What follows belongs to an exercise in optimizing a design on an open flow for small area, a short achievable clock period and few clock cycles per item; a production flow would make more cautious choices.
Only simulation tests tie the RTL to the original design; equivalence was not proved.
Power and IR drop assume default switching activity.

## flow/design.v (module list and top-level ports; edited modules follow where they fit)
// module issbc_ctrl: 202 lines
// module issbc_dp: 180 lines
// module issbc_csa: 467 lines
// module issbc_rowcfg: 28 lines
// module issbc_ycon: 43 lines
// module issbc_kfix: 20 lines
// module issbc_add41: 256 lines
// module issbc_add32: 203 lines
// module issbc_add18: 99 lines
// module issbc_add17: 94 lines
// module imu_sample_scale_bias_calibrate: 87 lines
module imu_sample_scale_bias_calibrate
(
  input  wire logic             clk,
  input  wire logic             rst_n,
  input  wire logic             cfg_we,
  input  wire logic [1:0]       cfg_index,
  input  wire logic [CNT_W-1:0] cfg_data,
  input  wire logic             in_valid,
  output logic                  in_ready,
  input  wire logic             in_mode,
  input  wire logic [7:0]       in_x_low_byte,
  input  wire logic [7:0]       in_x_high_byte,
  input  wire logic [7:0]       in_y_low_byte,
  input  wire logic [7:0]       in_y_high_byte,
  input  wire logic [7:0]       in_z_low_byte,
  input  wire logic [7:0]       in_z_high_byte,
  output logic                  out_valid,
  input  wire logic             out_ready,
  output logic                  out_source_kind,
  output logic signed [24:0]    out_x_value,
  output logic signed [24:0]    out_y_value,
  output logic signed [24:0]    out_z_value
);
  // ...
==> flow/run.sh <==
#!/bin/bash
# synth_recipe.tcl (not shown) runs the flow's synth.tcl, then flattens the netlist and writes it again
# the make line also repeats each setting of config.mk as NAME=value (left out here)
make -C /OpenROAD-flow-scripts/flow DESIGN_CONFIG=/design/flow/config.mk WORK_HOME=/design/flow/orfs CLKGATE_MAP_FILE= SYNTH_SCRIPT=/design/flow/synth_recipe.tcl finish
==> flow/config.mk <==
export PLATFORM = sky130hd
export DESIGN_NAME = imu_sample_scale_bias_calibrate
export DESIGN_NICKNAME = imu_sample_scale_bias_calibrate
export VERILOG_FILES = /design/flow/design.v
export SDC_FILE = /design/flow/constraint.sdc
export NUM_CORES = 4
export LEC_CHECK = 0
export CAP_MARGIN = 20
export CORE_MARGIN = 2
export CORE_UTILIZATION = 55
export CTS_BUF_LIST = sky130_fd_sc_hd__clkbuf_8
export CTS_CLUSTER_SIZE = 24
export SETUP_SLACK_MARGIN = 5
export SLEW_MARGIN = 20
export TNS_END_PERCENT = 10
==> flow/constraint.sdc <==
create_clock -name core_clock -period 9.0 [get_ports {clk}]
set_input_delay 1.8000 -clock core_clock [delete_from_list [all_inputs] [get_ports {clk}]]
set_output_delay 1.8000 -clock core_clock [all_outputs]
set_load 0.01 [all_outputs]
==> results.txt, run 1 <==
At the pin with the least slew margin, the transition time is 1.286 ns. For this design, the sink count on the clock tree is 880. The slowest stage of the critical path belongs to the cell or4b_4. The worst path arrival time is 5.12 ns. The number of warnings issued by yosys is 12. The worst slack at placement is 2.775 ns. The number of placed cells counting well taps came out at 8649.

The xor and xnor area share after synthesis is 6.084%. The fraction of registers with async set/reset came out at 0%. The tightest min-delay check is of the flip-flop to flip-flop type. Summing over every cut layer, the via total after detailed routing is 56790. The portion of the clock cycle consumed by the worst path in the final layout came out at 47.49%. The clock tree buffer count of the final layout came out at 164.

Derived from the worst setup path, the maximum achievable clock frequency is 0.2340 GHz. The flow ran to the end and the layout has no timing, DRC or antenna violations. STA puts the critical path data required time at 9.84 ns. The first global-routing pass estimated 373000 µm of wire. Clock tree buffers and inverters occupy 3.826% of the routed design's cell area. The met2 track demand over resource is 55.89%. Measured in cells, the most critical reg-to-reg path has a length of 15. The tapcell count came out at 1650. The TritonCTS clock tree is built. The quantity of gates resized following cts is 266. The area of the placeable core came out at 0.1254 mm².

The clock network fraction of design power is 28.3%. The count of non-filler cells in the finished layout is 9095. The half-perimeter wire length of the detailed placement result is 189400 µm. The cell depth of the worst min-delay path is 0.

The startpoint of the lowest-slack register-to-register path is u_ctrl.state_r[2]$_SDFF_PN0_. By startpoint and endpoint, the worst setup path is classified as flip-flop to flip-flop. The total sequential power is 4970 µW. For this design the static power due to leakage is 0.03277 µW. The simple-gate portion of the synthesized area came out at 10.93%. The setup violation total in the final timing report came out at 0. The final setup TNS came out at 0 ns. The global-route usage over all layers is 39.55%. The via-per-instance ratio came out at 6.244. The final critical delay including setup and external delays came out at 4.274 ns.
Testbench counts, summed over its fixed seeds: cycles 2,736, items 2,400.
==> module issbc_ctrl, before the edit <==
module issbc_ctrl
(
  input  wire logic             clk,
  input  wire logic             rst_n,
  input  wire logic             cfg_we,
  input  wire logic [1:0]       cfg_index,
  input  wire logic [CNT_W-1:0] cfg_data,
  input  wire logic             in_valid,
  output logic                  in_ready,
  input  wire logic             in_mode,
  output logic                  out_valid,
  input  wire logic             out_ready,
  output logic                  out_source_kind,
  output logic                  cap,
  output logic                  cap_sk,
  output logic                  cap_pass,
  output logic                  cap_hi,
  output logic [2:0]            cap_k,
  output logic                  cap_g,
  output logic                  sk_ld,
  output logic                  acc,
  output logic                  div_load,
  output logic                  div_step,
  output logic [CNT_W-1:0]      div_n,
  output logic                  g0,
  output logic [2:0]            k0,
  output logic [1:0]            ka_o,
  output logic                  e1_0,
  output logic                  e2_0,
  output logic                  q2_0,
  output logic                  kfix,
  output logic                  ld1,
  output logic                  g1,
  output logic                  w_p1,
  output logic                  w_p2,
  output logic                  ld_out
);
  typedef enum logic [3:0] {
    S_RUN  = 4'd0,
    S_SUMW = 4'd7,
    S_LOAD = 4'd1,
    S_DIV  = 4'd2,
    S_P1   = 4'd3,
    S_PW1  = 4'd4,
    S_PW1B = 4'd8,
    S_P2   = 4'd5,
    S_PW2  = 4'd6
  } state_t;
  state_t           state_r, state_nx;
  logic [1:0]       accel_sel_r;
  logic [2:0]       gyro_sel_r;
  logic [CNT_W-1:0] cnt_r;
  logic [CNT_W-1:0] fc_r;
  logic [$clog2(DIV_CYC)-1:0] dc_r;
  logic             rdy_r;
  logic             skv, skv_nx, sk_mode;
  logic             v0, a0, v1, ov, ok;
  logic [1:0]       ps0, ps1;
  logic             g0_r, g1_r;
  logic [2:0]       k0_r;
  logic             active_r, last_r;
  logic             e1_r, e2_r, q2_r;
  logic [2:0] kg, ka;
  assign kg = (gyro_sel_r > 3'd4) ? 3'd4 : gyro_sel_r;
  assign ka = {1'b0, accel_sel_r};
  logic calib_active, calib_last, adv, s1_free, s0_free, in_fire, take;
  logic src_mode, cal, pcap;
  assign calib_active = active_r;
  assign calib_last   = last_r;
  assign adv      = !ov || out_ready;
  assign s1_free  = !v1 || adv;
  assign s0_free  = !v0 || s1_free;
  assign in_ready = rdy_r;
  assign in_fire  = in_valid && rdy_r;
  assign take     = s0_free && (skv || in_fire);
  assign src_mode = skv ? sk_mode : in_mode;
  assign cal      = src_mode && calib_active;
  assign pcap     = ((state_r == S_P1) && !v0 && !v1) || (state_r == S_P2);
  assign cap      = take || pcap;
  assign cap_sk   = skv;
  assign cap_pass = pcap;
  assign cap_hi   = (state_r == S_P2);
  assign cap_k    = (pcap || src_mode) ? kg : ka;
  assign cap_g    = pcap || src_mode;
  assign sk_ld    = in_fire && !s0_free;
  assign acc      = a0;
  assign div_load = (state_r == S_LOAD);
  assign div_step = (state_r == S_DIV);
  assign div_n    = fc_r;
  assign g0       = g0_r;
  assign k0       = k0_r;
  assign ka_o     = accel_sel_r;
  assign ld1      = (v0 && s1_free) || (ps0 != 2'd0);
  assign g1       = g1_r;
  assign w_p1     = (ps1 == 2'd1);
  assign w_p2     = (ps1 == 2'd2);
  assign ld_out   = v1 && adv;
  assign out_valid       = ov;
  assign out_source_kind = ok;
  always_comb begin
    state_nx = state_r;
    case (state_r)
      S_SUMW:  state_nx = S_LOAD;
      S_LOAD:  state_nx = S_DIV;
      S_DIV:   if (dc_r == DIV_CYC - 1) state_nx = S_P1;
      S_P1:    if (pcap) state_nx = S_PW1;
      S_PW1:   state_nx = S_PW1B;
      S_PW1B:  state_nx = S_P2;
      S_P2:    state_nx = S_PW2;
      S_PW2:   state_nx = S_RUN;
      default: ;
    endcase
    if (take && cal && calib_last) state_nx = S_SUMW;
    if (cfg_we && (cfg_index == 2'd1)) state_nx = S_P1;
  end
  assign skv_nx = sk_ld ? 1'b1 : (take ? 1'b0 : skv);
  logic [CNT_W:0] fc1, fc2;
  logic           act0, act1, last0, last1;
  assign fc1   = {1'b0, fc_r} + 17'd1;
  assign fc2   = {1'b0, fc_r} + 17'd2;
  assign act0  = ({1'b0, fc_r} < {1'b0, cnt_r});
  assign act1  = (fc1 < {1'b0, cnt_r});
  assign last0 = (fc1 == {1'b0, cnt_r});
  assign last1 = (fc2 == {1'b0, cnt_r});
  logic             e1_c, e2_c, q2_c;
  issbc_rowcfg u_rowcfg (
    .g  (pcap || src_mode),
    .k  (cap_k),
    .e1 (e1_c),
    .e2 (e2_c),
    .q2 (q2_c)
  );
  assign e1_0 = e1_r;
  assign e2_0 = e2_r;
  assign q2_0 = q2_r;
  assign kfix = (state_r == S_P2);
  always_ff @(posedge clk) begin
    if (!rst_n) begin
      state_r     <= S_RUN;
      rdy_r       <= 1'b0;
      accel_sel_r <= 2'd3;
      gyro_sel_r  <= 3'd4;
      cnt_r       <= '0;
      fc_r        <= '0;
      dc_r        <= '0;
      skv         <= 1'b0;
      v0          <= 1'b0;
      a0          <= 1'b0;
      ps0         <= 2'd0;
      active_r    <= 1'b0;
      last_r      <= 1'b0;
      v1          <= 1'b0;
      ps1         <= 2'd0;
      ov          <= 1'b0;
    end else begin
      state_r  <= state_nx;
      active_r <= (take && cal) ? act1 : act0;
      last_r   <= (take && cal) ? last1 : last0;
      rdy_r   <= (state_nx == S_RUN) && !skv_nx && !cfg_we;
      skv     <= skv_nx;
      if (cfg_we) begin
        case (cfg_index)
          2'd0:    accel_sel_r <= cfg_data[1:0];
          2'd1:    gyro_sel_r  <= cfg_data[2:0];
          2'd2:    cnt_r       <= cfg_data;
          default: ;
        endcase
      end
      if (state_r == S_LOAD)     dc_r <= '0;
      else if (state_r == S_DIV) dc_r <= dc_r + 1'b1;
      if (take) begin
        v0  <= !cal;
        a0  <= cal;
        ps0 <= 2'd0;
        if (cal) fc_r <= fc_r + 1'b1;
      end else if (pcap) begin
        v0  <= 1'b0;
        a0  <= 1'b0;
        ps0 <= cap_hi ? 2'd2 : 2'd1;
      end else begin
        if (s1_free) v0 <= 1'b0;
        a0  <= 1'b0;
        ps0 <= 2'd0;
      end
      if (s1_free) v1 <= v0;
      ps1 <= ps0;
      if (adv) ov <= v1;
    end
  end
  always_ff @(posedge clk) begin
    if (sk_ld) sk_mode <= in_mode;
    if (cap) begin
      g0_r <= pcap || src_mode;
      k0_r <= cap_k;
      e1_r <= e1_c;
      e2_r <= e2_c;
      q2_r <= q2_c;
    end
    if (ld1)    g1_r <= g0_r;
    if (ld_out) ok   <= g1_r;
  end
endmodule
==> module issbc_dp, before the edit <==
module issbc_dp
(
  input  wire logic                    clk,
  input  wire logic                    rst_n,
  input  wire logic [RAW_W-1:0]        in_raw,
  input  wire logic                    cap,        
  input  wire logic                    cap_sk,     
  input  wire logic                    cap_pass,   
  input  wire logic                    cap_hi,     
  input  wire logic [2:0]              cap_k,      
  input  wire logic                    cap_g,      
  input  wire logic                    sk_ld,      
  input  wire logic                    acc,        
  input  wire logic                    div_load,   
  input  wire logic                    div_step,
  input  wire logic [CNT_W-1:0]        div_n,
  input  wire logic                    g0,         
  input  wire logic [2:0]              k0,         
  input  wire logic [1:0]              ka,         
  input  wire logic                    e1_0,       
  input  wire logic                    e2_0,
  input  wire logic                    q2_0,
  input  wire logic                    ld1,
  input  wire logic                    g1,         
  input  wire logic                    w_p1,       
  input  wire logic                    w_p2,       
  input  wire logic                    kfix,       
  input  wire logic                    ld_out,
  output logic signed [OUT_W-1:0]      out_value
);
  logic [RAW_W-1:0]        sk_raw;
  logic signed [A_W-1:0]   a0;
  logic                    cin0;
  logic [AP_W-1:0]         ap0;
  logic signed [SUM_W-1:0] sum_r;
  logic [Q_W-1:0]          q_r;
  logic                    qneg_r;
  logic signed [T_W-1:0]   k_r;
  logic                    z_r;
  logic [T_W-1:0]          s1s, s1c;
  logic signed [OUT_W-1:0] out_r;
  always_ff @(posedge clk) begin
    if (sk_ld) sk_raw <= in_raw;
  end
  logic [16:0]           qpart;
  logic signed [A_W-1:0] a_src;
  always_comb begin
    qpart = cap_hi ? {1'b0, q_r[31:16]} : {1'b0, q_r[15:0]};
    if (cap_pass)    a_src = qneg_r ? $signed(qpart) : $signed(~qpart);
    else if (cap_sk) a_src = {sk_raw[RAW_W-1], sk_raw};
    else             a_src = {in_raw[RAW_W-1], in_raw};
  end
  logic signed [17:0] bcmp;
  logic               below, cin_src;
  issbc_add18 u_bcmp (
    .a   ({a_src[A_W-1], a_src}),
    .b   (qneg_r ? {2'b00, q_r[31:16]} : ~{2'b00, q_r[31:16]}),
    .cin (!qneg_r && (q_r[15:0] == 16'd0)),
    .s   (bcmp)
  );
  assign below   = cap_g ? (z_r && bcmp[17]) : a_src[A_W-1];
  assign cin_src = !cap_pass && !below;
  always_ff @(posedge clk) begin
    if (cap) begin
      cin0 <= cin_src;
      a0   <= a_src;
      ap0  <= {{(AP_W-A_W){a_src[A_W-1]}}, a_src} << cap_k;
    end
  end
  logic                    neg_l;
  logic signed [SUM_W-1:0] sum_nx;
  assign neg_l  = div_load && sum_r[SUM_W-1];
  issbc_add32 u_sum (
    .a   (sum_r ^ {SUM_W{neg_l}}),
    .b   (div_load ? '0 : SUM_W'(a0)),
    .cin (neg_l),
    .s   (sum_nx)
  );
  always_ff @(posedge clk) begin
    if (!rst_n) sum_r <= '0;
    else if (acc) sum_r <= sum_nx;
  end
  logic [SUM_W-1:0] sabs;
  assign sabs = sum_nx;
  logic [CNT_W-1:0] rem   [DIV_R+1];
  logic [Q_W-1:0]   nq    [DIV_R+1];
  logic [CNT_W:0]   trial [DIV_R];
  logic [CNT_W:0]   tdiff [DIV_R];
  assign rem[0] = k_r[CNT_W-1:0];
  assign nq[0]  = q_r;
  for (genvar i = 0; i < DIV_R; i++) begin : g_div
    assign trial[i] = {rem[i], nq[i][Q_W-1]};
    issbc_add17 u_sub (
      .a   (trial[i]),
      .b   (~{1'b0, div_n}),
      .cin (1'b1),
      .s   (tdiff[i])
    );
    assign rem[i+1] = tdiff[i][CNT_W] ? trial[i][CNT_W-1:0] : tdiff[i][CNT_W-1:0];
    assign nq[i+1]  = {nq[i][Q_W-2:0], !tdiff[i][CNT_W]};
  end
  logic [T_W-1:0] y_op, cs_s, cs_c;
  logic [T_W-1:0] y_acc, y_p1;
  issbc_ycon u_yacc (
    .p1   (1'b0),
    .qneg (1'b0),
    .k    ({1'b0, ka}),
    .yc   (y_acc)
  );
  issbc_ycon u_yp1 (
    .p1   (1'b1),
    .qneg (qneg_r),
    .k    (cap_k),
    .yc   (y_p1)
  );
  assign y_op = g0 ? k_r : y_acc;
  issbc_csa u_csa (
    .a  (a0),
    .ap (ap0),
    .g  (g0),
    .e1 (e1_0),
    .e2 (e2_0),
    .q2 (q2_0),
    .y  (y_op),
    .cin(cin0),
    .s  (cs_s),
    .c  (cs_c)
  );
  always_ff @(posedge clk) begin
    if (ld1) begin
      s1s <= cs_s;
      s1c <= cs_c;
    end
  end
  logic signed [T_W-1:0] t;
  logic                  tie;
  issbc_add41 u_fin (
    .a   (s1s),
    .b   (s1c),
    .cin (1'b0),
    .s   (t)
  );
  assign tie = ((s1s[15:0] ^ s1c[15:0]) == {s1s[14:0] | s1c[14:0], 1'b0});
  always_ff @(posedge clk) begin
    if (ld_out) out_r <= t[T_W-1:16];
  end
  assign out_value = out_r;
  logic [15:0]    k_hi;
  logic [T_W-1:0] k_rst;
  issbc_kfix u_kfix (
    .k    (k0),
    .r    (k_r[24:0]),
    .hi   (k_hi),
    .krst (k_rst)
  );
  always_ff @(posedge clk) begin
    if (!rst_n) begin
      q_r    <= '0;
      qneg_r <= 1'b0;
      k_r    <= k_rst;
      z_r    <= 1'b1;
    end else if (div_load) begin
      k_r[CNT_W-1:0] <= sabs[SUM_W-1:16];
      q_r            <= {sabs[15:0], 1'b0, div_n[CNT_W-1:1]};
      qneg_r         <= sum_r[SUM_W-1];
    end else if (div_step) begin
      k_r[CNT_W-1:0] <= rem[DIV_R];
      q_r            <= nq[DIV_R];
    end else if (cap_pass && !cap_hi) begin
      k_r <= y_p1;
    end else if (w_p1) begin
      k_r[24:0] <= t[T_W-1:16];
      z_r       <= tie;
    end else if (kfix) begin
      k_r[T_W-1:25] <= k_hi;
    end else if (w_p2) begin
      k_r <= t;
    end
  end
endmodule
==> module imu_sample_scale_bias_calibrate, before the edit <==
module imu_sample_scale_bias_calibrate
(
  input  wire logic             clk,
  input  wire logic             rst_n,
  input  wire logic             cfg_we,
  input  wire logic [1:0]       cfg_index,
  input  wire logic [CNT_W-1:0] cfg_data,
  input  wire logic             in_valid,
  output logic                  in_ready,
  input  wire logic             in_mode,
  input  wire logic [7:0]       in_x_low_byte,
  input  wire logic [7:0]       in_x_high_byte,
  input  wire logic [7:0]       in_y_low_byte,
  input  wire logic [7:0]       in_y_high_byte,
  input  wire logic [7:0]       in_z_low_byte,
  input  wire logic [7:0]       in_z_high_byte,
  output logic                  out_valid,
  input  wire logic             out_ready,
  output logic                  out_source_kind,
  output logic signed [24:0]    out_x_value,
  output logic signed [24:0]    out_y_value,
  output logic signed [24:0]    out_z_value
);
  logic             cap, cap_sk, cap_pass, cap_hi, sk_ld, acc, div_load, div_step;
  logic             g0, ld1, g1, w_p1, w_p2, ld_out, cap_g;
  logic [2:0]       cap_k, k0;
  logic [1:0]       ka;
  logic             e1_0, e2_0, q2_0, kfix;
  logic [CNT_W-1:0] div_n;
  issbc_ctrl u_ctrl (
    .clk             (clk),
    .rst_n           (rst_n),
    .cfg_we          (cfg_we),
    .cfg_index       (cfg_index),
    .cfg_data        (cfg_data),
    .in_valid        (in_valid),
    .in_ready        (in_ready),
    .in_mode         (in_mode),
    .out_valid       (out_valid),
    .out_ready       (out_ready),
    .out_source_kind (out_source_kind),
    .cap             (cap),
    .cap_sk          (cap_sk),
    .cap_pass        (cap_pass),
    .cap_hi          (cap_hi),
    .cap_k           (cap_k),
    .cap_g           (cap_g),
    .sk_ld           (sk_ld),
    .acc             (acc),
    .div_load        (div_load),
    .div_step        (div_step),
    .div_n           (div_n),
    .g0              (g0),
    .k0              (k0),
    .ka_o            (ka),
    .e1_0            (e1_0),
    .e2_0            (e2_0),
    .q2_0            (q2_0),
    .kfix            (kfix),
    .ld1             (ld1),
    .g1              (g1),
    .w_p1            (w_p1),
    .w_p2            (w_p2),
    .ld_out          (ld_out)
  );
  issbc_dp u_x (
    .clk (clk), .rst_n (rst_n), .in_raw ({in_x_high_byte, in_x_low_byte}),
    .cap (cap), .cap_sk (cap_sk), .cap_pass (cap_pass), .cap_hi (cap_hi), .cap_k (cap_k), .cap_g (cap_g),
    .sk_ld (sk_ld), .acc (acc), .div_load (div_load), .div_step (div_step), .div_n (div_n),
    .g0 (g0), .k0 (k0), .ka (ka), .e1_0 (e1_0), .e2_0 (e2_0), .q2_0 (q2_0), .kfix (kfix), .ld1 (ld1), .g1 (g1), .w_p1 (w_p1), .w_p2 (w_p2),
    .ld_out (ld_out), .out_value (out_x_value)
  );
  issbc_dp u_y (
    .clk (clk), .rst_n (rst_n), .in_raw ({in_y_high_byte, in_y_low_byte}),
    .cap (cap), .cap_sk (cap_sk), .cap_pass (cap_pass), .cap_hi (cap_hi), .cap_k (cap_k), .cap_g (cap_g),
    .sk_ld (sk_ld), .acc (acc), .div_load (div_load), .div_step (div_step), .div_n (div_n),
    .g0 (g0), .k0 (k0), .ka (ka), .e1_0 (e1_0), .e2_0 (e2_0), .q2_0 (q2_0), .kfix (kfix), .ld1 (ld1), .g1 (g1), .w_p1 (w_p1), .w_p2 (w_p2),
    .ld_out (ld_out), .out_value (out_y_value)
  );
  issbc_dp u_z (
    .clk (clk), .rst_n (rst_n), .in_raw ({in_z_high_byte, in_z_low_byte}),
    .cap (cap), .cap_sk (cap_sk), .cap_pass (cap_pass), .cap_hi (cap_hi), .cap_k (cap_k), .cap_g (cap_g),
    .sk_ld (sk_ld), .acc (acc), .div_load (div_load), .div_step (div_step), .div_n (div_n),
    .g0 (g0), .k0 (k0), .ka (ka), .e1_0 (e1_0), .e2_0 (e2_0), .q2_0 (q2_0), .kfix (kfix), .ld1 (ld1), .g1 (g1), .w_p1 (w_p1), .w_p2 (w_p2),
    .ld_out (ld_out), .out_value (out_z_value)
  );
endmodule
==> run 2, diff against run 1 <==
--- a/flow/design.v
+++ b/flow/design.v
@@ -34,16 +34,17 @@
   output logic [2:0]            cap_k,
   output logic                  cap_g,
   output logic                  sk_ld,
   output logic                  acc,
   output logic                  div_load,
   output logic                  div_step,
   output logic [CNT_W-1:0]      div_n,
   output logic                  g0,
+  output logic                  g0n,
   output logic [2:0]            k0,
   output logic [1:0]            ka_o,
   output logic                  e1_0,
   output logic                  e2_0,
   output logic                  q2_0,
   output logic                  kfix,
   output logic                  ld1,
   output logic                  g1,
@@ -67,19 +68,20 @@
   logic [2:0]       gyro_sel_r;
   logic [CNT_W-1:0] cnt_r;
   logic [CNT_W-1:0] fc_r;
   logic [$clog2(DIV_CYC)-1:0] dc_r;
   logic             rdy_r;
   logic             skv, skv_nx, sk_mode;
   logic             v0, a0, v1, ov, ok;
   logic [1:0]       ps0, ps1;
-  logic             g0_r, g1_r;
+  logic             g0_r, g0n_r, g1_r;
   logic [2:0]       k0_r;
   logic             active_r, last_r;
+  logic             load_r, divs_r;    
   logic             e1_r, e2_r, q2_r;
   logic [2:0] kg, ka;
   assign kg = (gyro_sel_r > 3'd4) ? 3'd4 : gyro_sel_r;
   assign ka = {1'b0, accel_sel_r};
   logic calib_active, calib_last, adv, s1_free, s0_free, in_fire, take;
   logic src_mode, cal, pcap;
   assign calib_active = active_r;
   assign calib_last   = last_r;
@@ -95,20 +97,21 @@
   assign cap      = take || pcap;
   assign cap_sk   = skv;
   assign cap_pass = pcap;
   assign cap_hi   = (state_r == S_P2);
   assign cap_k    = (pcap || src_mode) ? kg : ka;
   assign cap_g    = pcap || src_mode;
   assign sk_ld    = in_fire && !s0_free;
   assign acc      = a0;
-  assign div_load = (state_r == S_LOAD);
-  assign div_step = (state_r == S_DIV);
+  assign div_load = load_r;
+  assign div_step = divs_r;
   assign div_n    = fc_r;
   assign g0       = g0_r;
+  assign g0n      = g0n_r;
   assign k0       = k0_r;
   assign ka_o     = accel_sel_r;
   assign ld1      = (v0 && s1_free) || (ps0 != 2'd0);
   assign g1       = g1_r;
   assign w_p1     = (ps1 == 2'd1);
   assign w_p2     = (ps1 == 2'd2);
   assign ld_out   = v1 && adv;
   assign out_valid       = ov;
@@ -159,22 +162,26 @@
       cnt_r       <= '0;
       fc_r        <= '0;
       dc_r        <= '0;
       skv         <= 1'b0;
       v0          <= 1'b0;
       a0          <= 1'b0;
       ps0         <= 2'd0;
       active_r    <= 1'b0;
+      load_r      <= 1'b0;
+      divs_r      <= 1'b0;
       last_r      <= 1'b0;
       v1          <= 1'b0;
       ps1         <= 2'd0;
       ov          <= 1'b0;
     end else begin
       state_r  <= state_nx;
+      load_r   <= (state_nx == S_LOAD);
+      divs_r   <= (state_nx == S_DIV);
       active_r <= (take && cal) ? act1 : act0;
       last_r   <= (take && cal) ? last1 : last0;
       rdy_r   <= (state_nx == S_RUN) && !skv_nx && !cfg_we;
       skv     <= skv_nx;
       if (cfg_we) begin
         case (cfg_index)
           2'd0:    accel_sel_r <= cfg_data[1:0];
           2'd1:    gyro_sel_r  <= cfg_data[2:0];
@@ -201,17 +208,18 @@
       if (s1_free) v1 <= v0;
       ps1 <= ps0;
       if (adv) ov <= v1;
     end
   end
   always_ff @(posedge clk) begin
     if (sk_ld) sk_mode <= in_mode;
     if (cap) begin
-      g0_r <= pcap || src_mode;
+      g0_r  <= pcap || src_mode;
+      g0n_r <= !(pcap || src_mode);
       k0_r <= cap_k;
       e1_r <= e1_c;
       e2_r <= e2_c;
       q2_r <= q2_c;
     end
     if (ld1)    g1_r <= g0_r;
     if (ld_out) ok   <= g1_r;
   end
@@ -231,16 +239,17 @@
   input  wire logic [2:0]              cap_k,      
   input  wire logic                    cap_g,      
   input  wire logic                    sk_ld,      
   input  wire logic                    acc,        
   input  wire logic                    div_load,   
   input  wire logic                    div_step,
   input  wire logic [CNT_W-1:0]        div_n,
   input  wire logic                    g0,         
+  input  wire logic                    g0n,        
   input  wire logic [2:0]              k0,         
   input  wire logic [1:0]              ka,         
   input  wire logic                    e1_0,       
   input  wire logic                    e2_0,
   input  wire logic                    q2_0,
   input  wire logic                    ld1,
   input  wire logic                    g1,         
   input  wire logic                    w_p1,       
@@ -329,21 +338,22 @@
     .yc   (y_acc)
   );
   issbc_ycon u_yp1 (
     .p1   (1'b1),
     .qneg (qneg_r),
     .k    (cap_k),
     .yc   (y_p1)
   );
-  assign y_op = g0 ? k_r : y_acc;
+  assign y_op = g0n ? y_acc : k_r;
   issbc_csa u_csa (
     .a  (a0),
     .ap (ap0),
     .g  (g0),
+    .gn (g0n),
     .e1 (e1_0),
     .e2 (e2_0),
     .q2 (q2_0),
     .y  (y_op),
     .cin(cin0),
     .s  (cs_s),
     .c  (cs_c)
   );
@@ -398,16 +408,17 @@
       k_r <= t;
     end
   end
 endmodule
 module issbc_csa (
   input  wire logic [16:0] a,     
   input  wire logic [20:0] ap,    
   input  wire logic        g,     
+  input  wire logic        gn,    
   input  wire logic        e1,    
   input  wire logic        e2,    
   input  wire logic        q2,
   input  wire logic [40:0] y,
   input  wire logic        cin,
   output logic [40:0]      s,
   output logic [40:0]      c
 );
@@ -430,76 +441,76 @@
   wire w17 = ~ap[13] ^ ap[7] ^ ap[2];
   wire w18 = (~ap[13] & ap[7]) | (ap[2] & (~ap[13] ^ ap[7]));
   wire w19 = (g ? ~ap[6] : ~ap[4]) ^ (g & ap[0]) ^ (g & ~ap[15]);
   wire w20 = ((g ? ~ap[6] : ~ap[4]) & (g & ap[0])) | ((g & ~ap[15]) & ((g ? ~ap[6] : ~ap[4]) ^ (g & ap[0])));
   wire w21 = (e1 & ~a[15]) ^ (e2 & (q2 ? ~a[13] : ~a[14]));
   wire w22 = (e1 & ~a[15]) & (e2 & (q2 ? ~a[13] : ~a[14]));
   wire w23 = ~ap[14] ^ ap[8] ^ ap[3];
   wire w24 = (~ap[14] & ap[8]) | (ap[3] & (~ap[14] ^ ap[8]));
-  wire w25 = (g ? ~ap[7] : ~ap[5]) ^ (g ? ap[1] : ~ap[0]) ^ (g & ~ap[16]);
-  wire w26 = ((g ? ~ap[7] : ~ap[5]) & (g ? ap[1] : ~ap[0])) | ((g & ~ap[16]) & ((g ? ~ap[7] : ~ap[5]) ^ (g ? ap[1] : ~ap[0])));
+  wire w25 = (g ? ~ap[7] : ~ap[5]) ^ (gn ? ~ap[0] : ap[1]) ^ (g & ~ap[16]);
+  wire w26 = ((g ? ~ap[7] : ~ap[5]) & (gn ? ~ap[0] : ap[1])) | ((g & ~ap[16]) & ((g ? ~ap[7] : ~ap[5]) ^ (gn ? ~ap[0] : ap[1])));
   wire w27 = (e1 & a[16]) ^ (e2 & (q2 ? ~a[14] : ~a[15])) ^ y[16];
   wire w28 = ((e1 & a[16]) & (e2 & (q2 ? ~a[14] : ~a[15]))) | (y[16] & ((e1 & a[16]) ^ (e2 & (q2 ? ~a[14] : ~a[15]))));
   wire w29 = ~ap[15] ^ ap[9] ^ ap[4];
   wire w30 = (~ap[15] & ap[9]) | (ap[4] & (~ap[15] ^ ap[9]));
-  wire w31 = (g ? ~ap[8] : ~ap[6]) ^ (g ? ap[2] : ~ap[1]) ^ (g & ~ap[17]);
-  wire w32 = ((g ? ~ap[8] : ~ap[6]) & (g ? ap[2] : ~ap[1])) | ((g & ~ap[17]) & ((g ? ~ap[8] : ~ap[6]) ^ (g ? ap[2] : ~ap[1])));
+  wire w31 = (g ? ~ap[8] : ~ap[6]) ^ (gn ? ~ap[1] : ap[2]) ^ (g & ~ap[17]);
+  wire w32 = ((g ? ~ap[8] : ~ap[6]) & (gn ? ~ap[1] : ap[2])) | ((g & ~ap[17]) & ((g ? ~ap[8] : ~ap[6]) ^ (gn ? ~ap[1] : ap[2])));
   wire w33 = (e2 & (q2 ? ~a[15] : a[16])) ^ y[17];
   wire w34 = (e2 & (q2 ? ~a[15] : a[16])) & y[17];
   wire w35 = ~ap[16] ^ ap[10] ^ ap[5];
   wire w36 = (~ap[16] & ap[10]) | (ap[5] & (~ap[16] ^ ap[10]));
-  wire w37 = (g ? ap[0] : ~ap[0]) ^ (g ? ~ap[9] : ~ap[7]) ^ (g ? ap[3] : ~ap[2]);
-  wire w38 = ((g ? ap[0] : ~ap[0]) & (g ? ~ap[9] : ~ap[7])) | ((g ? ap[3] : ~ap[2]) & ((g ? ap[0] : ~ap[0]) ^ (g ? ~ap[9] : ~ap[7])));
+  wire w37 = (g ? ap[0] : ~ap[0]) ^ (g ? ~ap[9] : ~ap[7]) ^ (gn ? ~ap[2] : ap[3]);
+  wire w38 = ((g ? ap[0] : ~ap[0]) & (g ? ~ap[9] : ~ap[7])) | ((gn ? ~ap[2] : ap[3]) & ((g ? ap[0] : ~ap[0]) ^ (g ? ~ap[9] : ~ap[7])));
   wire w39 = (g & ~ap[18]) ^ (e2 & q2 & a[16]) ^ y[18];
   wire w40 = ((g & ~ap[18]) & (e2 & q2 & a[16])) | (y[18] & ((g & ~ap[18]) ^ (e2 & q2 & a[16])));
   wire w41 = ~ap[17] ^ ap[11] ^ ap[6];
   wire w42 = (~ap[17] & ap[11]) | (ap[6] & (~ap[17] ^ ap[11]));
-  wire w43 = (g ? ap[1] : ~ap[1]) ^ (g ? ~ap[10] : ~ap[8]) ^ (g ? ap[4] : ~ap[3]);
-  wire w44 = ((g ? ap[1] : ~ap[1]) & (g ? ~ap[10] : ~ap[8])) | ((g ? ap[4] : ~ap[3]) & ((g ? ap[1] : ~ap[1]) ^ (g ? ~ap[10] : ~ap[8])));
+  wire w43 = (g ? ap[1] : ~ap[1]) ^ (g ? ~ap[10] : ~ap[8]) ^ (gn ? ~ap[3] : ap[4]);
+  wire w44 = ((g ? ap[1] : ~ap[1]) & (g ? ~ap[10] : ~ap[8])) | ((gn ? ~ap[3] : ap[4]) & ((g ? ap[1] : ~ap[1]) ^ (g ? ~ap[10] : ~ap[8])));
   wire w45 = (g & ~ap[19]) ^ y[19];
   wire w46 = (g & ~ap[19]) & y[19];
   wire w47 = ~ap[18] ^ ap[12] ^ ap[7];
   wire w48 = (~ap[18] & ap[12]) | (ap[7] & (~ap[18] ^ ap[12]));
-  wire w49 = (g ? ap[2] : ~ap[2]) ^ (g ? ~ap[11] : ~ap[9]) ^ (g ? ap[5] : ~ap[4]);
-  wire w50 = ((g ? ap[2] : ~ap[2]) & (g ? ~ap[11] : ~ap[9])) | ((g ? ap[5] : ~ap[4]) & ((g ? ap[2] : ~ap[2]) ^ (g ? ~ap[11] : ~ap[9])));
+  wire w49 = (g ? ap[2] : ~ap[2]) ^ (g ? ~ap[11] : ~ap[9]) ^ (gn ? ~ap[4] : ap[5]);
+  wire w50 = ((g ? ap[2] : ~ap[2]) & (g ? ~ap[11] : ~ap[9])) | ((gn ? ~ap[4] : ap[5]) & ((g ? ap[2] : ~ap[2]) ^ (g ? ~ap[11] : ~ap[9])));
   wire w51 = (g & ap[20]) ^ y[20];
   wire w52 = (g & ap[20]) & y[20];
   wire w53 = ~ap[19] ^ ap[13] ^ ap[8];
   wire w54 = (~ap[19] & ap[13]) | (ap[8] & (~ap[19] ^ ap[13]));
-  wire w55 = (g ? ap[3] : ~ap[3]) ^ (g ? ~ap[12] : ~ap[10]) ^ (g ? ap[6] : ~ap[5]);
-  wire w56 = ((g ? ap[3] : ~ap[3]) & (g ? ~ap[12] : ~ap[10])) | ((g ? ap[6] : ~ap[5]) & ((g ? ap[3] : ~ap[3]) ^ (g ? ~ap[12] : ~ap[10])));
+  wire w55 = (g ? ap[3] : ~ap[3]) ^ (g ? ~ap[12] : ~ap[10]) ^ (gn ? ~ap[5] : ap[6]);
+  wire w56 = ((g ? ap[3] : ~ap[3]) & (g ? ~ap[12] : ~ap[10])) | ((gn ? ~ap[5] : ap[6]) & ((g ? ap[3] : ~ap[3]) ^ (g ? ~ap[12] : ~ap[10])));
   wire w57 = ap[20] ^ ap[14] ^ ap[9];
   wire w58 = (ap[20] & ap[14]) | (ap[9] & (ap[20] ^ ap[14]));
-  wire w59 = (g ? ap[4] : ~ap[4]) ^ (g ? ~ap[13] : ~ap[11]) ^ (g ? ap[7] : ~ap[6]);
-  wire w60 = ((g ? ap[4] : ~ap[4]) & (g ? ~ap[13] : ~ap[11])) | ((g ? ap[7] : ~ap[6]) & ((g ? ap[4] : ~ap[4]) ^ (g ? ~ap[13] : ~ap[11])));
+  wire w59 = (g ? ap[4] : ~ap[4]) ^ (g ? ~ap[13] : ~ap[11]) ^ (gn ? ~ap[6] : ap[7]);
+  wire w60 = ((g ? ap[4] : ~ap[4]) & (g ? ~ap[13] : ~ap[11])) | ((gn ? ~ap[6] : ap[7]) & ((g ? ap[4] : ~ap[4]) ^ (g ? ~ap[13] : ~ap[11])));
   wire w61 = ap[15] ^ ap[10] ^ ~(g ? ap[5] : ~ap[5]);
   wire w62 = (ap[15] & ap[10]) | (~(g ? ap[5] : ~ap[5]) & (ap[15] ^ ap[10]));
-  wire w63 = (g ? ~ap[14] : ~ap[12]) ^ (g ? ap[8] : ~ap[7]);
-  wire w64 = (g ? ~ap[14] : ~ap[12]) & (g ? ap[8] : ~ap[7]);
+  wire w63 = (g ? ~ap[14] : ~ap[12]) ^ (gn ? ~ap[7] : ap[8]);
+  wire w64 = (g ? ~ap[14] : ~ap[12]) & (gn ? ~ap[7] : ap[8]);
   wire w65 = ap[16] ^ ap[11] ^ ~(g ? ap[6] : ~ap[6]);
   wire w66 = (ap[16] & ap[11]) | (~(g ? ap[6] : ~ap[6]) & (ap[16] ^ ap[11]));
-  wire w67 = (g ? ~ap[15] : ~ap[13]) ^ (g ? ap[9] : ~ap[8]);
-  wire w68 = (g ? ~ap[15] : ~ap[13]) & (g ? ap[9] : ~ap[8]);
+  wire w67 = (g ? ~ap[15] : ~ap[13]) ^ (gn ? ~ap[8] : ap[9]);
+  wire w68 = (g ? ~ap[15] : ~ap[13]) & (gn ? ~ap[8] : ap[9]);
   wire w69 = ap[17] ^ ap[12] ^ ~(g ? ap[7] : ~ap[7]);
   wire w70 = (ap[17] & ap[12]) | (~(g ? ap[7] : ~ap[7]) & (ap[17] ^ ap[12]));
-  wire w71 = (g ? ~ap[16] : ~ap[14]) ^ (g ? ap[10] : ~ap[9]);
-  wire w72 = (g ? ~ap[16] : ~ap[14]) & (g ? ap[10] : ~ap[9]);
+  wire w71 = (g ? ~ap[16] : ~ap[14]) ^ (gn ? ~ap[9] : ap[10]);
+  wire w72 = (g ? ~ap[16] : ~ap[14]) & (gn ? ~ap[9] : ap[10]);
   wire w73 = ap[18] ^ ap[13] ^ ~(g ? ap[8] : ~ap[8]);
   wire w74 = (ap[18] & ap[13]) | (~(g ? ap[8] : ~ap[8]) & (ap[18] ^ ap[13]));
-  wire w75 = (g ? ~ap[17] : ~ap[15]) ^ (g ? ap[11] : ~ap[10]);
-  wire w76 = (g ? ~ap[17] : ~ap[15]) & (g ? ap[11] : ~ap[10]);
+  wire w75 = (g ? ~ap[17] : ~ap[15]) ^ (gn ? ~ap[10] : ap[11]);
+  wire w76 = (g ? ~ap[17] : ~ap[15]) & (gn ? ~ap[10] : ap[11]);
   wire w77 = ap[19] ^ ap[14] ^ ~(g ? ap[9] : ~ap[9]);
   wire w78 = (ap[19] & ap[14]) | (~(g ? ap[9] : ~ap[9]) & (ap[19] ^ ap[14]));
-  wire w79 = (g ? ~ap[18] : ~ap[16]) ^ (g ? ap[12] : ~ap[11]);
-  wire w80 = (g ? ~ap[18] : ~ap[16]) & (g ? ap[12] : ~ap[11]);
+  wire w79 = (g ? ~ap[18] : ~ap[16]) ^ (gn ? ~ap[11] : ap[12]);
+  wire w80 = (g ? ~ap[18] : ~ap[16]) & (gn ? ~ap[11] : ap[12]);
   wire w81 = ap[20] ^ ~ap[15] ^ (g ? ap[10] : ~ap[10]);
   wire w82 = (ap[20] & ~ap[15]) | ((g ? ap[10] : ~ap[10]) & (ap[20] ^ ~ap[15]));
-  wire w83 = (g ? ~ap[19] : ~ap[17]) ^ (g ? ap[13] : ~ap[12]);
-  wire w84 = (g ? ~ap[19] : ~ap[17]) & (g ? ap[13] : ~ap[12]);
+  wire w83 = (g ? ~ap[19] : ~ap[17]) ^ (gn ? ~ap[12] : ap[13]);
+  wire w84 = (g ? ~ap[19] : ~ap[17]) & (gn ? ~ap[12] : ap[13]);
   wire w85 = ~ap[16] ^ (g ? ap[11] : ~ap[11]) ^ (g ? ap[20] : ~ap[18]);
   wire w86 = (~ap[16] & (g ? ap[11] : ~ap[11])) | ((g ? ap[20] : ~ap[18]) & (~ap[16] ^ (g ? ap[11] : ~ap[11])));
   wire w87 = ~ap[17] ^ (g ? ap[12] : ~ap[12]);
   wire w88 = ~ap[17] & (g ? ap[12] : ~ap[12]);
   wire w89 = ~ap[18] ^ (g ? ap[13] : ~ap[13]);
   wire w90 = ~ap[18] & (g ? ap[13] : ~ap[13]);
   wire w91 = ap[0] ^ (g & ~ap[2]);
   wire w92 = ap[0] & (g & ~ap[2]);
@@ -564,70 +575,70 @@
   wire w151 = ~w47 ^ w49 ^ w51;
   wire w152 = (~w47 & w49) | (w51 & (~w47 ^ w49));
   wire w153 = ~w42 ^ w44 ^ w46;
   wire w154 = (~w42 & w44) | (w46 & (~w42 ^ w44));
   wire w155 = ~w53 ^ w55 ^ y[21];
   wire w156 = (~w53 & w55) | (y[21] & (~w53 ^ w55));
   wire w157 = ~w48 ^ w50 ^ w52;
   wire w158 = (~w48 & w50) | (w52 & (~w48 ^ w50));
-  wire w159 = ~w57 ^ w59 ^ (~g & ap[0]);
-  wire w160 = (~w57 & w59) | ((~g & ap[0]) & (~w57 ^ w59));
+  wire w159 = ~w57 ^ w59 ^ (gn & ap[0]);
+  wire w160 = (~w57 & w59) | ((gn & ap[0]) & (~w57 ^ w59));
   wire w161 = y[22] ^ ~w54 ^ w56;
   wire w162 = (y[22] & ~w54) | (w56 & (y[22] ^ ~w54));
-  wire w163 = ~w61 ^ w63 ^ (~g & ap[1]);
-  wire w164 = (~w61 & w63) | ((~g & ap[1]) & (~w61 ^ w63));
+  wire w163 = ~w61 ^ w63 ^ (gn & ap[1]);
+  wire w164 = (~w61 & w63) | ((gn & ap[1]) & (~w61 ^ w63));
   wire w165 = y[23] ^ ~w58 ^ w60;
   wire w166 = (y[23] & ~w58) | (w60 & (y[23] ^ ~w58));
-  wire w167 = ~w65 ^ w67 ^ (~g & ap[2]);
-  wire w168 = (~w65 & w67) | ((~g & ap[2]) & (~w65 ^ w67));
+  wire w167 = ~w65 ^ w67 ^ (gn & ap[2]);
+  wire w168 = (~w65 & w67) | ((gn & ap[2]) & (~w65 ^ w67));
   wire w169 = y[24] ^ ~w62 ^ w64;
   wire w170 = (y[24] & ~w62) | (w64 & (y[24] ^ ~w62));
-  wire w171 = ~w69 ^ w71 ^ (~g & ap[3]);
-  wire w172 = (~w69 & w71) | ((~g & ap[3]) & (~w69 ^ w71));
+  wire w171 = ~w69 ^ w71 ^ (gn & ap[3]);
+  wire w172 = (~w69 & w71) | ((gn & ap[3]) & (~w69 ^ w71));
   wire w173 = y[25] ^ ~w66 ^ w68;
   wire w174 = (y[25] & ~w66) | (w68 & (y[25] ^ ~w66));
-  wire w175 = ~w73 ^ w75 ^ (~g & ap[4]);
-  wire w176 = (~w73 & w75) | ((~g & ap[4]) & (~w73 ^ w75));
+  wire w175 = ~w73 ^ w75 ^ (gn & ap[4]);
+  wire w176 = (~w73 & w75) | ((gn & ap[4]) & (~w73 ^ w75));
   wire w177 = y[26] ^ ~w70 ^ w72;
   wire w178 = (y[26] & ~w70) | (w72 & (y[26] ^ ~w70));
-  wire w179 = ~w77 ^ w79 ^ (~g & ap[5]);
-  wire w180 = (~w77 & w79) | ((~g & ap[5]) & (~w77 ^ w79));
+  wire w179 = ~w77 ^ w79 ^ (gn & ap[5]);
+  wire w180 = (~w77 & w79) | ((gn & ap[5]) & (~w77 ^ w79));
   wire w181 = y[27] ^ ~w74 ^ w76;
   wire w182 = (y[27] & ~w74) | (w76 & (y[27] ^ ~w74));
-  wire w183 = w81 ^ w83 ^ (~g & ap[6]);
-  wire w184 = (w81 & w83) | ((~g & ap[6]) & (w81 ^ w83));
+  wire w183 = w81 ^ w83 ^ (gn & ap[6]);
+  wire w184 = (w81 & w83) | ((gn & ap[6]) & (w81 ^ w83));
   wire w185 = y[28] ^ ~w78 ^ w80;
   wire w186 = (y[28] & ~w78) | (w80 & (y[28] ^ ~w78));
-  wire w187 = w85 ^ (g ? ap[14] : ~ap[13]) ^ (~g & ap[7]);
-  wire w188 = (w85 & (g ? ap[14] : ~ap[13])) | ((~g & ap[7]) & (w85 ^ (g ? ap[14] : ~ap[13])));
+  wire w187 = w85 ^ (gn ? ~ap[13] : ap[14]) ^ (gn & ap[7]);
+  wire w188 = (w85 & (gn ? ~ap[13] : ap[14])) | ((gn & ap[7]) & (w85 ^ (gn ? ~ap[13] : ap[14])));
   wire w189 = y[29] ^ w82 ^ w84;
   wire w190 = (y[29] & w82) | (w84 & (y[29] ^ w82));
-  wire w191 = w87 ^ (~g & ~ap[19]) ^ (g ? ap[15] : ~ap[14]);
-  wire w192 = (w87 & (~g & ~ap[19])) | ((g ? ap[15] : ~ap[14]) & (w87 ^ (~g & ~ap[19])));
-  wire w193 = (~g & ap[8]) ^ y[30] ^ w86;
-  wire w194 = ((~g & ap[8]) & y[30]) | (w86 & ((~g & ap[8]) ^ y[30]));
-  wire w195 = w89 ^ (~g & ap[20]) ^ (g ? ap[16] : ~ap[15]);
-  wire w196 = (w89 & (~g & ap[20])) | ((g ? ap[16] : ~ap[15]) & (w89 ^ (~g & ap[20])));
-  wire w197 = (~g & ap[9]) ^ y[31] ^ w88;
-  wire w198 = ((~g & ap[9]) & y[31]) | (w88 & ((~g & ap[9]) ^ y[31]));
-  wire w199 = ~ap[19] ^ (g ? ap[14] : ~ap[14]) ^ (g ? ap[17] : ~ap[16]);
-  wire w200 = (~ap[19] & (g ? ap[14] : ~ap[14])) | ((g ? ap[17] : ~ap[16]) & (~ap[19] ^ (g ? ap[14] : ~ap[14])));
-  wire w201 = (~g & ap[10]) ^ y[32] ^ w90;
-  wire w202 = ((~g & ap[10]) & y[32]) | (w90 & ((~g & ap[10]) ^ y[32]));
-  wire w203 = ap[20] ^ (g ? ap[15] : ~ap[15]) ^ (g ? ap[18] : ~ap[17]);
-  wire w204 = (ap[20] & (g ? ap[15] : ~ap[15])) | ((g ? ap[18] : ~ap[17]) & (ap[20] ^ (g ? ap[15] : ~ap[15])));
-  wire w205 = (~g & ap[11]) ^ y[33];
-  wire w206 = (~g & ap[11]) & y[33];
-  wire w207 = (g ? ap[16] : ~ap[16]) ^ (g ? ap[19] : ~ap[18]) ^ (~g & ap[12]);
-  wire w208 = ((g ? ap[16] : ~ap[16]) & (g ? ap[19] : ~ap[18])) | ((~g & ap[12]) & ((g ? ap[16] : ~ap[16]) ^ (g ? ap[19] : ~ap[18])));
-  wire w209 = (g ? ap[17] : ~ap[17]) ^ (g ? ~ap[20] : ~ap[19]);
-  wire w210 = (g ? ap[17] : ~ap[17]) & (g ? ~ap[20] : ~ap[19]);
-  wire w211 = (g ? ap[18] : ~ap[18]) ^ (~g & ap[20]);
-  wire w212 = (g ? ap[18] : ~ap[18]) & (~g & ap[20]);
+  wire w191 = w87 ^ (gn & ~ap[19]) ^ (gn ? ~ap[14] : ap[15]);
+  wire w192 = (w87 & (gn & ~ap[19])) | ((gn ? ~ap[14] : ap[15]) & (w87 ^ (gn & ~ap[19])));
+  wire w193 = (gn & ap[8]) ^ y[30] ^ w86;
+  wire w194 = ((gn & ap[8]) & y[30]) | (w86 & ((gn & ap[8]) ^ y[30]));
+  wire w195 = w89 ^ (gn & ap[20]) ^ (gn ? ~ap[15] : ap[16]);
+  wire w196 = (w89 & (gn & ap[20])) | ((gn ? ~ap[15] : ap[16]) & (w89 ^ (gn & ap[20])));
+  wire w197 = (gn & ap[9]) ^ y[31] ^ w88;
+  wire w198 = ((gn & ap[9]) & y[31]) | (w88 & ((gn & ap[9]) ^ y[31]));
+  wire w199 = ~ap[19] ^ (g ? ap[14] : ~ap[14]) ^ (gn ? ~ap[16] : ap[17]);
+  wire w200 = (~ap[19] & (g ? ap[14] : ~ap[14])) | ((gn ? ~ap[16] : ap[17]) & (~ap[19] ^ (g ? ap[14] : ~ap[14])));
+  wire w201 = (gn & ap[10]) ^ y[32] ^ w90;
+  wire w202 = ((gn & ap[10]) & y[32]) | (w90 & ((gn & ap[10]) ^ y[32]));
+  wire w203 = ap[20] ^ (g ? ap[15] : ~ap[15]) ^ (gn ? ~ap[17] : ap[18]);
+  wire w204 = (ap[20] & (g ? ap[15] : ~ap[15])) | ((gn ? ~ap[17] : ap[18]) & (ap[20] ^ (g ? ap[15] : ~ap[15])));
+  wire w205 = (gn & ap[11]) ^ y[33];
+  wire w206 = (gn & ap[11]) & y[33];
+  wire w207 = (g ? ap[16] : ~ap[16]) ^ (gn ? ~ap[18] : ap[19]) ^ (gn & ap[12]);
+  wire w208 = ((g ? ap[16] : ~ap[16]) & (gn ? ~ap[18] : ap[19])) | ((gn & ap[12]) & ((g ? ap[16] : ~ap[16]) ^ (gn ? ~ap[18] : ap[19])));
+  wire w209 = (g ? ap[17] : ~ap[17]) ^ (gn ? ~ap[19] : ~ap[20]);
+  wire w210 = (g ? ap[17] : ~ap[17]) & (gn ? ~ap[19] : ~ap[20]);
+  wire w211 = (g ? ap[18] : ~ap[18]) ^ (gn & ap[20]);
+  wire w212 = (g ? ap[18] : ~ap[18]) & (gn & ap[20]);
   wire w213 = (g & ~ap[0]) ^ (e1 & ~a[0]);
   wire w214 = (g & ~ap[0]) & (e1 & ~a[0]);
   wire w215 = (g & ~ap[1]) ^ (e1 & ~a[1]) ^ (e2 & ~q2 & ~a[0]);
   wire w216 = ((g & ~ap[1]) & (e1 & ~a[1])) | ((e2 & ~q2 & ~a[0]) & ((g & ~ap[1]) ^ (e1 & ~a[1])));
   wire w217 = w91 ^ (e1 & ~a[2]) ^ (e2 & (q2 ? ~a[0] : ~a[1]));
   wire w218 = (w91 & (e1 & ~a[2])) | ((e2 & (q2 ? ~a[0] : ~a[1])) & (w91 ^ (e1 & ~a[2])));
   wire w219 = w93 ^ (e2 & (q2 ? ~a[1] : ~a[2])) ^ y[3];
   wire w220 = (w93 & (e2 & (q2 ? ~a[1] : ~a[2]))) | (y[3] & (w93 ^ (e2 & (q2 ? ~a[1] : ~a[2]))));
@@ -688,24 +699,24 @@
   wire w275 = w195 ^ w197 ^ w192;
   wire w276 = (w195 & w197) | (w192 & (w195 ^ w197));
   wire w277 = w199 ^ w201 ^ w196;
   wire w278 = (w199 & w201) | (w196 & (w199 ^ w201));
   wire w279 = w203 ^ w205 ^ w200;
   wire w280 = (w203 & w205) | (w200 & (w203 ^ w205));
   wire w281 = w207 ^ y[34] ^ w204;
   wire w282 = (w207 & y[34]) | (w204 & (w207 ^ y[34]));
-  wire w283 = w209 ^ (~g & ap[13]) ^ y[35];
-  wire w284 = (w209 & (~g & ap[13])) | (y[35] & (w209 ^ (~g & ap[13])));
-  wire w285 = w211 ^ (~g & ap[14]) ^ y[36];
-  wire w286 = (w211 & (~g & ap[14])) | (y[36] & (w211 ^ (~g & ap[14])));
-  wire w287 = (g ? ap[19] : ~ap[19]) ^ (~g & ap[15]) ^ y[37];
-  wire w288 = ((g ? ap[19] : ~ap[19]) & (~g & ap[15])) | (y[37] & ((g ? ap[19] : ~ap[19]) ^ (~g & ap[15])));
-  wire w289 = (g ? ~ap[20] : ap[20]) ^ (~g & ap[16]);
-  wire w290 = (g ? ~ap[20] : ap[20]) & (~g & ap[16]);
+  wire w283 = w209 ^ (gn & ap[13]) ^ y[35];
+  wire w284 = (w209 & (gn & ap[13])) | (y[35] & (w209 ^ (gn & ap[13])));
+  wire w285 = w211 ^ (gn & ap[14]) ^ y[36];
+  wire w286 = (w211 & (gn & ap[14])) | (y[36] & (w211 ^ (gn & ap[14])));
+  wire w287 = (g ? ap[19] : ~ap[19]) ^ (gn & ap[15]) ^ y[37];
+  wire w288 = ((g ? ap[19] : ~ap[19]) & (gn & ap[15])) | (y[37] & ((g ? ap[19] : ~ap[19]) ^ (gn & ap[15])));
+  wire w289 = (g ? ~ap[20] : ap[20]) ^ (gn & ap[16]);
+  wire w290 = (g ? ~ap[20] : ap[20]) & (gn & ap[16]);
   wire w291 = w213 ^ y[0];
   wire w292 = w213 & y[0];
   wire w293 = w215 ^ y[1] ^ w214;
   wire w294 = (w215 & y[1]) | (w214 & (w215 ^ y[1]));
   wire w295 = w217 ^ y[2] ^ w216;
   wire w296 = (w217 & y[2]) | (w216 & (w217 ^ y[2]));
   wire w297 = w219 ^ w92 ^ w218;
   wire w298 = (w219 & w92) | (w218 & (w219 ^ w92));
@@ -774,20 +785,20 @@
   wire w361 = w283 ^ w208 ^ w282;
   wire w362 = (w283 & w208) | (w282 & (w283 ^ w208));
   wire w363 = w285 ^ w210 ^ w284;
   wire w364 = (w285 & w210) | (w284 & (w285 ^ w210));
   wire w365 = w287 ^ w212 ^ w286;
   wire w366 = (w287 & w212) | (w286 & (w287 ^ w212));
   wire w367 = w289 ^ y[38] ^ w288;
   wire w368 = (w289 & y[38]) | (w288 & (w289 ^ y[38]));
-  wire w369 = (~g & ap[17]) ^ y[39] ^ w290;
-  wire w370 = ((~g & ap[17]) & y[39]) | (w290 & ((~g & ap[17]) ^ y[39]));
-  wire w371 = (~g & ap[18]) ^ y[40];
-  wire w372 = (~g & ap[18]) & y[40];
+  wire w369 = (gn & ap[17]) ^ y[39] ^ w290;
+  wire w370 = ((gn & ap[17]) & y[39]) | (w290 & ((gn & ap[17]) ^ y[39]));
+  wire w371 = (gn & ap[18]) ^ y[40];
+  wire w372 = (gn & ap[18]) & y[40];
   assign s[0] = w291;
   assign c[0] = cin;
   assign s[1] = w293;
   assign c[1] = w292;
   assign s[2] = w295;
   assign c[2] = w294;
   assign s[3] = w297;
   assign c[3] = w296;
@@ -1631,17 +1642,17 @@
   output logic                  out_valid,
   input  wire logic             out_ready,
   output logic                  out_source_kind,
   output logic signed [24:0]    out_x_value,
   output logic signed [24:0]    out_y_value,
   output logic signed [24:0]    out_z_value
 );
   logic             cap, cap_sk, cap_pass, cap_hi, sk_ld, acc, div_load, div_step;
-  logic             g0, ld1, g1, w_p1, w_p2, ld_out, cap_g;
+  logic             g0, g0n, ld1, g1, w_p1, w_p2, ld_out, cap_g;
   logic [2:0]       cap_k, k0;
   logic [1:0]       ka;
   logic             e1_0, e2_0, q2_0, kfix;
   logic [CNT_W-1:0] div_n;
   issbc_ctrl u_ctrl (
     .clk             (clk),
     .rst_n           (rst_n),
     .cfg_we          (cfg_we),
@@ -1660,43 +1671,44 @@
     .cap_k           (cap_k),
     .cap_g           (cap_g),
     .sk_ld           (sk_ld),
     .acc             (acc),
     .div_load        (div_load),
     .div_step        (div_step),
     .div_n           (div_n),
     .g0              (g0),
+    .g0n             (g0n),
     .k0              (k0),
     .ka_o            (ka),
     .e1_0            (e1_0),
     .e2_0            (e2_0),
     .q2_0            (q2_0),
     .kfix            (kfix),
     .ld1             (ld1),
     .g1              (g1),
     .w_p1            (w_p1),
     .w_p2            (w_p2),
     .ld_out          (ld_out)
   );
   issbc_dp u_x (
     .clk (clk), .rst_n (rst_n), .in_raw ({in_x_high_byte, in_x_low_byte}),
     .cap (cap), .cap_sk (cap_sk), .cap_pass (cap_pass), .cap_hi (cap_hi), .cap_k (cap_k), .cap_g (cap_g),
     .sk_ld (sk_ld), .acc (acc), .div_load (div_load), .div_step (div_step), .div_n (div_n),
-    .g0 (g0), .k0 (k0), .ka (ka), .e1_0 (e1_0), .e2_0 (e2_0), .q2_0 (q2_0), .kfix (kfix), .ld1 (ld1), .g1 (g1), .w_p1 (w_p1), .w_p2 (w_p2),
+    .g0 (g0), .g0n (g0n), .k0 (k0), .ka (ka), .e1_0 (e1_0), .e2_0 (e2_0), .q2_0 (q2_0), .kfix (kfix), .ld1 (ld1), .g1 (g1), .w_p1 (w_p1), .w_p2 (w_p2),
     .ld_out (ld_out), .out_value (out_x_value)
   );
   issbc_dp u_y (
     .clk (clk), .rst_n (rst_n), .in_raw ({in_y_high_byte, in_y_low_byte}),
     .cap (cap), .cap_sk (cap_sk), .cap_pass (cap_pass), .cap_hi (cap_hi), .cap_k (cap_k), .cap_g (cap_g),
     .sk_ld (sk_ld), .acc (acc), .div_load (div_load), .div_step (div_step), .div_n (div_n),
-    .g0 (g0), .k0 (k0), .ka (ka), .e1_0 (e1_0), .e2_0 (e2_0), .q2_0 (q2_0), .kfix (kfix), .ld1 (ld1), .g1 (g1), .w_p1 (w_p1), .w_p2 (w_p2),
+    .g0 (g0), .g0n (g0n), .k0 (k0), .ka (ka), .e1_0 (e1_0), .e2_0 (e2_0), .q2_0 (q2_0), .kfix (kfix), .ld1 (ld1), .g1 (g1), .w_p1 (w_p1), .w_p2 (w_p2),
     .ld_out (ld_out), .out_value (out_y_value)
   );
   issbc_dp u_z (
     .clk (clk), .rst_n (rst_n), .in_raw ({in_z_high_byte, in_z_low_byte}),
     .cap (cap), .cap_sk (cap_sk), .cap_pass (cap_pass), .cap_hi (cap_hi), .cap_k (cap_k), .cap_g (cap_g),
     .sk_ld (sk_ld), .acc (acc), .div_load (div_load), .div_step (div_step), .div_n (div_n),
-    .g0 (g0), .k0 (k0), .ka (ka), .e1_0 (e1_0), .e2_0 (e2_0), .q2_0 (q2_0), .kfix (kfix), .ld1 (ld1), .g1 (g1), .w_p1 (w_p1), .w_p2 (w_p2),
+    .g0 (g0), .g0n (g0n), .k0 (k0), .ka (ka), .e1_0 (e1_0), .e2_0 (e2_0), .q2_0 (q2_0), .kfix (kfix), .ld1 (ld1), .g1 (g1), .w_p1 (w_p1), .w_p2 (w_p2),
     .ld_out (ld_out), .out_value (out_z_value)
   );
 endmodule
 `default_nettype wire
==> flow/config.mk (replaced) <==
export PLATFORM = sky130hd
export DESIGN_NAME = imu_sample_scale_bias_calibrate
export DESIGN_NICKNAME = imu_sample_scale_bias_calibrate
export VERILOG_FILES = /design/flow/design.v
export SDC_FILE = /design/flow/constraint.sdc
export NUM_CORES = 4
export LEC_CHECK = 0
export CAP_MARGIN = 20
export CORE_MARGIN = 2
export CORE_UTILIZATION = 45
export CTS_BUF_LIST = sky130_fd_sc_hd__clkbuf_8
export CTS_CLUSTER_SIZE = 24
export SETUP_SLACK_MARGIN = 5
export SLEW_MARGIN = 20
==> results.txt, run 2 <==
The layout net count came out at 8488 (was 8490). Ordered list of cells on the worst path: bufinv_8 > buf_16 > nor2_1 > a21o_1 > fa_1 > fa_1 > inv_1 > fa_1 > fa_1 (was or4b_4 > buf_12 > buf_12 > a31oi_4 > fa_2 > nor2b_4 > o31a_1 > o311ai_4 > a2111oi_4 > o21a_1 > a221o_1 > a311oi_2 > xnor2_2 > a2111oi_2 > a21oi_1). The total wire length came out at 276200 µm (was 258100 µm). The clock latency on the worst-skew pair came out at 0.98 ns (was 0.97 ns). The buffer depth of the longest clock path is 3 (unchanged). The maximum clock rate is 0.2489 GHz (was 0.2340 GHz). The number of CTS-inserted buffers came out at 170 (was 159).

The iteration-0 DRC count of the detailed router was 6735 (was 6783). The worst hold slack is 0.4235 ns (was 0.4226 ns). The number of filler cells placed in the layout came out at 14210 (was 10470). The endpoint required time on the critical path is 9.68 ns (was 9.84 ns). The average routed wire per standard cell came out at 28.90 µm (was 28.37 µm). The overall via count from detail_route is 57380 (was 56790).

The effective utilization at floorplan came to 45.44% (was 55.33%). The type of the most critical hold path is flip-flop to flip-flop (unchanged). The initial antenna violation count is 17 (was 14). The setup violation total in the final timing report came out at 0 (unchanged). The number of global-route vias before repair is 55650 (was 54630). The largest fanout of any net on the critical path came out at 57 (was 6). Commonest cells after routing, fill and taps aside: inv_1, nand2_1, ha_1 (unchanged). The number of cell instances on the worst register-to-register path is 9 (was 15).

The total overflow reported by the global router came out at 0 (unchanged). The I/O pin count came to 150 (unchanged). The library cell used as clock root buffer is clkbuf_8 (unchanged).

The cell taking the most area after synthesis was edfxtp_1 (unchanged). The largest clock skew in the final design is 0.05828 ns (was 0.04926 ns). The flop and latch count out of synthesis is 883 (was 880).

The y dimension of the die came out at 399.1 µm (was 359.2 µm). The leading cell type in the layout, fill and taps excluded was inv_1 (unchanged). The cell with the most instances after synthesis is inv_1 (unchanged).

The share of the yosys chip area belonging to registers came to 32.25% (was 32.54%). The fraction of final layout cells sized beyond drive strength 1 came to 9.418% (was 10.53%). The number of hold buffers added after CTS is 0 (unchanged). The count of standard-cell rows is 144 (was 130). The worst path arrival time came out at 4.70 ns (was 5.12 ns). The most prevalent standard cell on the critical path is fa_1 (was buf_12). The max-slew violation total from the final report came to 0 (unchanged). The relative area change from synthesis to final layout is 13.79% (was 14.48%).

The slew at the pin with the worst max-slew slack came out at 1.247 ns (was 1.286 ns). The final critical delay including setup and external delays came to 4.017 ns (was 4.274 ns). The max-cap violation count came out at 0 (unchanged).

The most used routing layer in global routing is met2 (unchanged). The met2 track demand over resource is 50.57% (was 55.89%). The full die area came to 0.1593 mm² (was 0.1290 mm²). The global-route wire length before repair came out at 392800 µm (was 373000 µm). The routability congestion estimate came to 1.033 (was 1.007).

The per-instance average area after synthesis was 9.810 µm² (was 9.825 µm²). The hold violation total from the final report came out at 0 (unchanged). The worst vdd rail ir drop came to 0.1290 mV (was 0.1999 mV). The number of warnings issued by yosys came to 12 (unchanged). The half-perimeter wire length of the detailed placement result came out at 203500 µm (was 189400 µm). The H-tree level count came out at 4 (unchanged). The kind of launch point of the worst setup path was a flip-flop (unchanged). The clock input transition at the sequential cells of the worst setup and hold paths came out at 0.06 ns (about the same). The via-per-instance ratio is 6.003 (was 6.244).

The largest incremental delay on the critical path came out at 0.51 ns (was 0.57 ns). The global-route usage over all layers came out at 34.21% (was 39.55%). The top cell type's share of synthesized area is 21.25% (was 21.46%).

The global routing met3 resource utilization came out at 9.049% (was 10.87%). The number of iterations in the first detailed-routing pass was 7 (was 8). The net count after synthesis is 8288 (was 8250). Result of the run: timing/DRC/antenna clean (unchanged). The TritonCTS clock tree was built (unchanged).

The number of remaining DRC errors is 0 (unchanged). The clock sink count is 883 (was 880). The power per cell area was 153.9 mW/mm² (was 167.8 mW/mm²). The leakage power is 0.03336 µW (was 0.03277 µW). The portion of the clock cycle consumed by the worst path in the final layout is 44.64% (was 47.49%). The cell depth of the worst min-delay path is 0 (unchanged). The fraction of registers with async set/reset is 0% (unchanged). The headroom to the max-slew limit is 16.59% (was 13.34%).

Commonest cells in the synthesized netlist: inv_1, nand2_1, ha_1 (unchanged). The number of cells produced by synthesis came to 7161 (was 7063). The number of library cell types mapped by synthesis is 95 (was 90).

The prevailing post-synth register cell is edfxtp_1 (unchanged). The final setup TNS is 0 ns (unchanged). The post-route antenna net violation count is 0 (unchanged). The cell type of the slowest stage on the worst timing path is fa_1 (was or4b_4).

The met1 global-route usage came out at 45.46% (was 55.00%). The critical path capture point type is a flip-flop (unchanged). The largest net degree at the start of global routing is 119 (was 149). The horizontal die dimension came out at 399.1 µm (was 359.2 µm).

Unrepaired setup endpoints after global routing: yes (unchanged). The number of enable-type register cells in the synthesized netlist is 497 (was 496). The cell area after synthesis is 0.07025 mm² (was 0.06939 mm²). Ranking of synthesized cells by area: edfxtp_1, fa_1, dfxtp_1 (unchanged). The quantity of I/O buffers inserted on ports was 149 (unchanged). The category of the most critical setup path is flip-flop to flip-flop (unchanged).

The area of the placeable core was 0.1546 mm² (was 0.1254 mm²).
## run 2: changes by cell type after synthesis, moves of 38 or more
cell / change
mux2i_1: +130
nor2_1: -130
nor2b_1: +130
o21ai_0: +109
nand2_1: +94
a21oi_1: -84
a221oi_1: -71
ha_1: -60
and2_1: -38
## run 2: worst paths after layout
kind | startpoint | endpoint | slack (ns)
worst min-delay path | u_ctrl.g1_r$_DFFE_PP_ | u_ctrl.ok$_DFFE_PP_ | 0.42
worst max-delay path | u_ctrl.g0n_r$_DFFE_PP_ | u_z.s1s[22]$_DFFE_PP_ | 4.98
worst min register to register | u_ctrl.g1_r$_DFFE_PP_ | u_ctrl.ok$_DFFE_PP_ | 0.42
worst max register to register | u_ctrl.g0n_r$_DFFE_PP_ | u_z.s1s[22]$_DFFE_PP_ | 4.98
## run 2: cell type report
type	instances	area (µm²)	area share (%)
Sequential cell	883	22700	28.40
Multi-Input combinational cell	5178	44290	55.41
Clock inverter	126	938.4	1.174
Inverter	764	2924	3.658
Clock buffer	192	2643	3.306
Antenna cell	8	20.02	0.02504
Tap cell	2044	2557	3.199
Timing Repair Buffer	364	3861	4.830
## run 2: metrics by stage
stage          utilization (%)  instance area [µm²]  total power [µW]  worst slack (ns)  instances
2_1_floorplan                -                70390              6732             4.360       7161
3_3_place_gp             47.96                74150              7829             3.301       9132
3_5_place_dp             47.97                74150              7880             3.278       9133
4_1_cts                  50.96                78780             12260             4.980       9497
5_1_grt                  51.70                79930             12850             4.950       9556
6_report                 51.71                79940             12300             4.983       9559
## run 2: power by group
group	internal, µW	switching, µW
Combinational	1250	1920
Sequential	4580	229
Clock	2320	2010
## run 2: kinds of logic (layout without fill, tap and decap cells)
logic type | count (synthesis) | in the layout | synth area share, %
fa+ha+maj | 1055 | 1055 | 24.37
buf+inv | 1102 | 1446 | 5.949
mux | 453 | 453 | 6.498
compound gates | 1396 | 1398 | 12.82
xor+xnor | 467 | 467 | 5.823
simple gates | 1805 | 1805 | 12.30
flops | 883 | 883 | 32.25
other cells | 0 | 8 | 0
## run 2: worst max-delay path, delay by kind of cell (launching register included)
kind | cells | cell delay [ns]
adders and majority gates | 4 | 1.94
buffers and inverters | 3 | 0.83
DFF | 1 | 0.46
AOI/OAI and AO/OA | 1 | 0.19
and+or+nand+nor | 1 | 0.18
## run 2: layer usage
layer	part of all wire, %	vias to the layer above
li1	-	25120
met1	40	28380
met2	42	3076
met3	11	796
met4	6.7	10
met5	0.024	-
## run 2: repair_timing
item                                    4_1_cts  5_1_grt
pin swaps                                     8       28
resized for setup                           108      136
endpoints found under the setup margin      384      176
cloned                                        9        8
buffers inserted                             37       46
Testbench counts of run 2, summed over its fixed seeds: cycles 2,736, items 2,400.

[port drivers added, routing unchanged]
How much do the figures lean on ideal ports? The routed layouts below were timed once more, with nothing changed but the port constraints.
Step 1 assumes that a clkbuf_16 drives the clock port and a buf_2 every other input.
Step 2 adds t to the input delays and takes it off the output delays; t is the mean of the earliest and latest rising clock arrival at the registers after step 1. Input paths then give back, and output paths get back, about the clock's delay inside the block.
Three values: ideal ports, drivers, drivers and shift; two values: the first two.
run | t, ns | slack for setup (ns) | hold slack, ns
run 1 | 1.026 | 4.726 / 4.726 / 3.929 | 0.423 / 0.423 / 0.423
run 2 | 1.035 | 4.983 / 4.983 / 4.102 | 0.424 / 0.424 / 0.424
After both steps setup and hold are still met in every run listed. For run 2, which loses most, drivers alone change the setup slack by 0.000 ns; drivers and shift together by -0.881 ns.
